Source: an optimization exercise on an open RTL-to-GDS flow (aim: small area, a short achievable clock period and few clock cycles per item). Production flows keep margins and buffers that such runs may drop. Only simulation tests tie the RTL to the original design; equivalence was not proved.

==> flow/design.v <==
module sobel_stream #(
    parameter int WIDTH = 128,
    parameter int DEPTH = 128,
    parameter int PIX_W = 8
) (
    input  logic             ClkPort,
    input  logic             Reset,
    input  logic [PIX_W-1:0] threshold,
    input  logic             in_valid,
    output logic             in_ready,
    input  logic [PIX_W-1:0] in_pixel,
    output logic             out_valid,
    input  logic             out_ready,
    output logic             out_edge,
    output logic             out_first,
    output logic             out_last
);
    localparam int CW = $clog2(WIDTH);
    localparam int RW = $clog2(DEPTH);
    localparam int GW = PIX_W + 3;
    localparam logic [CW-1:0] COL_LAST = CW'(WIDTH - 1);
    localparam logic [RW-1:0] ROW_LAST = RW'(DEPTH - 1);
    localparam logic [1:0] S_FILL  = 2'd0;
    localparam logic [1:0] S_RUN   = 2'd1;
    localparam logic [1:0] S_FLUSH = 2'd2;
    logic [1:0]       state;
    logic [CW-1:0]    in_col, c_col;
    logic [RW-1:0]    in_row, c_row;
    logic [PIX_W-1:0] thr_q;
    logic [PIX_W-1:0] line0 [WIDTH];
    logic [PIX_W-1:0] line1 [WIDTH];
    logic [PIX_W-1:0] win [3][2];
    logic [PIX_W-1:0]        top_px, mid_px;
    logic signed [GW-1:0]    gx_p0, gy_p0;
    logic [GW-1:0]           mag_p0;
    logic                    border, edge_p0;
    logic                    accept, slot_free, in_last, load, flush_done;
    function automatic logic signed [GW-1:0] grad(input logic [PIX_W-1:0] a, b, c, d, e, f);
        logic signed [GW-1:0] pos, neg;
        pos = $signed({3'b000, a}) + $signed({2'b00, b, 1'b0}) + $signed({3'b000, c});
        neg = $signed({3'b000, d}) + $signed({2'b00, e, 1'b0}) + $signed({3'b000, f});
        grad = pos - neg;
    endfunction
    function automatic logic [GW-1:0] abs_sum(input logic signed [GW-1:0] x, y);
        logic [GW-1:0] ax, ay;
        ax = x[GW-1] ? $unsigned(-x) : $unsigned(x);
        ay = y[GW-1] ? $unsigned(-y) : $unsigned(y);
        abs_sum = ax + ay;
    endfunction
    assign top_px  = line1[in_col];
    assign mid_px  = line0[in_col];
    assign gx_p0   = grad(top_px, mid_px, in_pixel, win[0][0], win[1][0], win[2][0]);
    assign gy_p0   = grad(win[2][0], win[2][1], in_pixel, win[0][0], win[0][1], top_px);
    assign mag_p0  = abs_sum(gx_p0, gy_p0);
    assign border  = (c_row == '0) || (c_row == ROW_LAST) || (c_col == '0) || (c_col == COL_LAST);
    assign edge_p0 = !border && (mag_p0 > {3'b000, thr_q});
    assign slot_free  = !out_valid || out_ready;
    assign accept     = in_valid && in_ready;
    assign in_last    = (in_row == ROW_LAST) && (in_col == COL_LAST);
    assign flush_done = (state == S_FLUSH) && out_valid && out_last && out_ready;
    assign load       = ((state == S_RUN) && accept) ||
                        ((state == S_FLUSH) && slot_free && !(out_valid && out_last));
    always_comb begin
        in_ready = 1'b0;
        case (state)
            S_FILL:  in_ready = 1'b1;
            S_RUN:   in_ready = slot_free;
            default: in_ready = 1'b0;
        endcase
    end
    always_ff @(posedge ClkPort) begin
        if (accept) begin
            line0[in_col] <= in_pixel;
            line1[in_col] <= mid_px;
            for (int r = 0; r < 3; r++) win[r][0] <= win[r][1];
            win[0][1] <= top_px;
            win[1][1] <= mid_px;
            win[2][1] <= in_pixel;
        end
    end
    always_ff @(posedge ClkPort or posedge Reset) begin
        if (Reset) begin
            state     <= S_FILL;
            in_col    <= '0;
            in_row    <= '0;
            c_col     <= '0;
            c_row     <= '0;
            thr_q     <= '0;
            out_valid <= 1'b0;
            out_edge  <= 1'b0;
            out_first <= 1'b0;
            out_last  <= 1'b0;
        end else begin
            if (accept) begin
                if (state == S_FILL && in_row == '0 && in_col == '0) thr_q <= threshold;
                if (in_col == COL_LAST) begin
                    in_col <= '0;
                    in_row <= (in_row == ROW_LAST) ? '0 : in_row + 1'b1;
                end else begin
                    in_col <= in_col + 1'b1;
                end
            end
            case (state)
                S_FILL:  if (accept && in_row == RW'(1) && in_col == '0) state <= S_RUN;
                S_RUN:   if (accept && in_last) state <= S_FLUSH;
                S_FLUSH: if (flush_done) state <= S_FILL;
                default: state <= S_FILL;
            endcase
            if (load) begin
                out_valid <= 1'b1;
                out_edge  <= edge_p0;
                out_first <= (c_row == '0) && (c_col == '0);
                out_last  <= (c_row == ROW_LAST) && (c_col == COL_LAST);
                if (c_col == COL_LAST) begin
                    c_col <= '0;
                    c_row <= (c_row == ROW_LAST) ? '0 : c_row + 1'b1;
                end else begin
                    c_col <= c_col + 1'b1;
                end
            end else if (out_ready) begin
                out_valid <= 1'b0;
            end
        end
    end
endmodule
==> flow/run.sh <==
#!/bin/bash
# synth_recipe.tcl (not shown) runs the flow's synth.tcl, then flattens the netlist and writes it again
# the make line also repeats each setting of config.mk as NAME=value (left out here)
make -C /OpenROAD-flow-scripts/flow DESIGN_CONFIG=/design/flow/config.mk WORK_HOME=/design/flow/orfs CLKGATE_MAP_FILE= SYNTH_SCRIPT=/design/flow/synth_recipe.tcl finish
==> flow/config.mk <==
export PLATFORM = sky130hd
export DESIGN_NAME = sobel_stream
export DESIGN_NICKNAME = sobel_stream
export VERILOG_FILES = /design/flow/design.v
export SDC_FILE = /design/flow/constraint.sdc
export NUM_CORES = 4
export LEC_CHECK = 0
export CAP_MARGIN = 20
export CORE_MARGIN = 2
export CORE_UTILIZATION = 40
export SLEW_MARGIN = 20
==> flow/constraint.sdc <==
create_clock -name core_clock -period 9.0 [get_ports {ClkPort}]
set_input_delay 1.8000 -clock core_clock [delete_from_list [all_inputs] [get_ports {ClkPort}]]
set_output_delay 1.8000 -clock core_clock [all_outputs]
set_load 0.01 [all_outputs]
==> impl_metrics.ini <==
[floorplan]
coreArea_um2 = 215000
rows = 170
die_w_um = 469
die-area_um2 = 220000
ioPinCount = 25
fp.dieH_um = 469
start_util_pct = 40.3

[sta]
fin_hold_ws_ns = 0.420
maxSlewViolCount = 0
setup-violations-final = 0
worstMarginPinSlew_ns = 1.16
finClkSkew_ns = 0.0647
period_minus_slack_ns = 8.64
max_freq_mhz = 116
finalCritPeriodShare_pct = 96.0
maxSlewHeadroom_pct = 22.8
hold_viol = 0

[clock_tree]
cts_sinks = 2138
cts_buffers = 212
cts.clk_slew.worst_paths_ns = 0.06
cts_root_buf = clkbuf_16
clk_path_buf_depth = 3
tritoncts = built
postCtsHoldBufs = 0
clk_latency_ns = 0.89
htreeDepth = 4

[critical_path]
cpPeakStageDelay_ns = 0.56
cp_top_family = adder cells
crit_top_cell = buf_4
reg2reg_to = out_edge
cp_slowest_cell = dfrtp_4
r2r_start = in_col[2]
critPathArrivalTime_ns = 9.42
end_kind = register
path_buf_inv = 9
cp.required_ns = 9.78
criticalPathCategory = reg2reg
reg2reg_depth = 37
cp_max_fo = 26
start_kind = register
ff2ff_setup_slack_ns = 0.36

[synthesis]
synth.cell_area_um2 = 86400
ys_seq_elements = 2138
async_reset_ff_share_pct = 1.96
synth_nets = 5206
synthCells = 5070
synth-main-ff-cell = edfxtp_1
yosysWarnings = 2
synth_edf_count = 2096
synth_seq_area_share_pct = 74.1
synth_cell_types = 82
syn_avg_cell_area_um2 = 17.0

[global_routing]
grt_pass1_vias = 50200
antenna_found_initial = 13
grt_max_degree = 130
overflow = 0
grt_pass1_wl_um = 396000
grt_usage_pct = 25.5

[drt]
final_antenna_net_count = 0
via_per_inst = 6.09
wl_per_cell_um = 33.0
drt-total-wl_um = 283000
vias = 52300
detailedRoute.firstIterationViolations = 7887
drc_errors = 0
first_pass_iters = 6

[flow_run]
max_cap_viol_count = 0

[cells_and_area]
areaGrowthSynthToFinish_pct = 16.5
mostFrequentLayoutCells = edfxtp_1, buf_4, nor2_1, mux2i_1, a221oi_1
multi_input_area_um2 = 20700
layout.nets = 5697
layout_commonest_cell = edfxtp_1
num-fill-cells = 18100
seq_area_um2 = 64000
postLayoutCellArea_um2 = 101000
drive_gt1_share_pct = 22.1
stdcell_count = 8583

[min_path]
worstHoldStart = win[3][1]
hold_end = win[2][1]
hold_path_class = reg2reg
min_path_cells = 0

[placement]
io_buffers = 24
dp.cells = 8179
place.detailed.hpwl_um = 178000
dpl_cell_area_um2 = 93800
place.gp.congestion = 0.988

[status]
outcome = complete, no violations
## kinds of logic after synthesis
logic type                 synth area share [%]
buffers and inverters                      2.42
adders and majority gates                  2.23
DFF                                        74.1
muxes                                      8.78
AOI/OAI and AO/OA                          8.57
and+or+nand+nor                            3.47
xor gates and xnor gates                  0.476
## routing by layer
metal / global-route usage (%) / share of wire (%) / wire (um) / vias up
met5: 0 / 0.0039 / 11 / -
met4: 10.8 / 4.8 / 13600 / 2
met3: 6.70 / 12 / 33500 / 582
met2: 38.4 / 45 / 126000 / 3349
met1: 35.1 / 39 / 110000 / 27000
li1: - / - / - / 21300
## cell usage after synthesis (all sizes together), types with 12 or more instances
library cell     n  share of area [%]
a211oi          14               0.12
a21oi          211                1.2
a221o           64               0.74
a221oi         256                2.6
a222oi          19               0.22
a22o            26               0.26
a22oi           54               0.47
a31oi           12              0.087
and3            18               0.13
buf            201                1.4
clkbuf         108               0.47
dfrtp           42                1.2
edfxtp        2096                 73
fa              63                1.5
ha              53               0.77
inv            118               0.51
mux2           224                2.9
mux2i          278                3.2
mux4           101                2.6
nand2          197               0.86
nand3           28               0.16
nor2           360                1.6
nor3            27               0.16
o21ai          174                1.0
o221ai          17               0.17
o22a            12               0.12
o22ai           80               0.58
xnor2           34               0.34
xor2            13               0.13
## area by class of cell
class | instances | share of cell area, %
clock buffers | 264 | 5.53
flip-flops and latches | 2138 | 63.6
repair buffers | 586 | 5.11
inverters | 118 | 0.453
clock inverters | 130 | 1.15
diodes | 4 | 0.00995
well taps | 2838 | 3.53
multi-input cells | 2505 | 20.6
## worst max-delay path by stage
stage                         start  endpoint  slack, ns  depth (start not counted)
after global routing      in_col[0]  out_edge     -0.003                         34
after floorplan           in_col[1]  out_edge      -1.54                         33
after global placement    in_col[2]  out_edge      -0.06                         33
after CTS                 in_col[2]  out_edge       0.08                         35
after detailed placement  in_col[2]  out_edge      -0.11                         33
final                     in_col[2]  out_edge       0.36                         37
## what timing repair did
action                                  CTS  global route
setup buffers                             0             5
endpoints found under the setup margin    1             1
pin swaps                                 0             1
resized for setup                         1            19
## flip-flops by register name, summed over array words and instances, names as in the netlist, 7 cells and up
signal	cells
line0	1024
line1	1024
win	48
thr_q	8
c_col	7
c_row	7
in_col	7
in_row	7
## worst register-to-register path: cells and delay by family (launching register included)
| kind | cells | cell delay [ns] |
|---|---|---|
| compound gates | 13 | 2.34 |
| xor+xnor | 1 | 0.14 |
| fa+ha+maj | 6 | 2.38 |
| buf+inv | 9 | 1.50 |
| flops | 1 | 0.56 |
| mux | 2 | 0.54 |
| simple gates | 6 | 1.08 |
## through the flow
step                      worst slack (ns)  setup TNS (ns)  utilization (%)
after CTS                           0.0824               0             46.8
after global placement             -0.0581         -0.0581             43.7
after global routing              -0.00306        -0.00306             46.9
after detailed placement            -0.110          -0.110             43.7
after floorplan                      -1.54           -1.54                -
final                                0.359               0             46.9
Testbench counts, summed over its fixed seeds: cycles 264,224, pixels 262,144.

port drivers added, routing unchanged:
How much do the figures lean on ideal ports? The routed layout below was timed once more, with nothing changed but the port constraints. Step 1 assumes that a clkbuf_16 drives the clock port and a buf_2 every other input. Step 2 times the ports against the registers' clock, not the clock port: input delays grow and output delays shrink by t, the midpoint of the rising clock arrivals with the driver on. Three values: no drivers, after step 1, after step 2; two values: the first two.
t (ns): 0.948
setup WS [ns]: 0.359 / 0.359 / 0.359
latest minus earliest clock arrival (ns): 0.066 / 0.066
worst register clock-pin slew, ns: 0.07 / 0.07
worst data-port slew with drivers (ns): 0.30
After both steps setup and hold are still met in this run. The setup slack of this run moves by 0.000 ns with the drivers and by 0.000 ns with both steps.
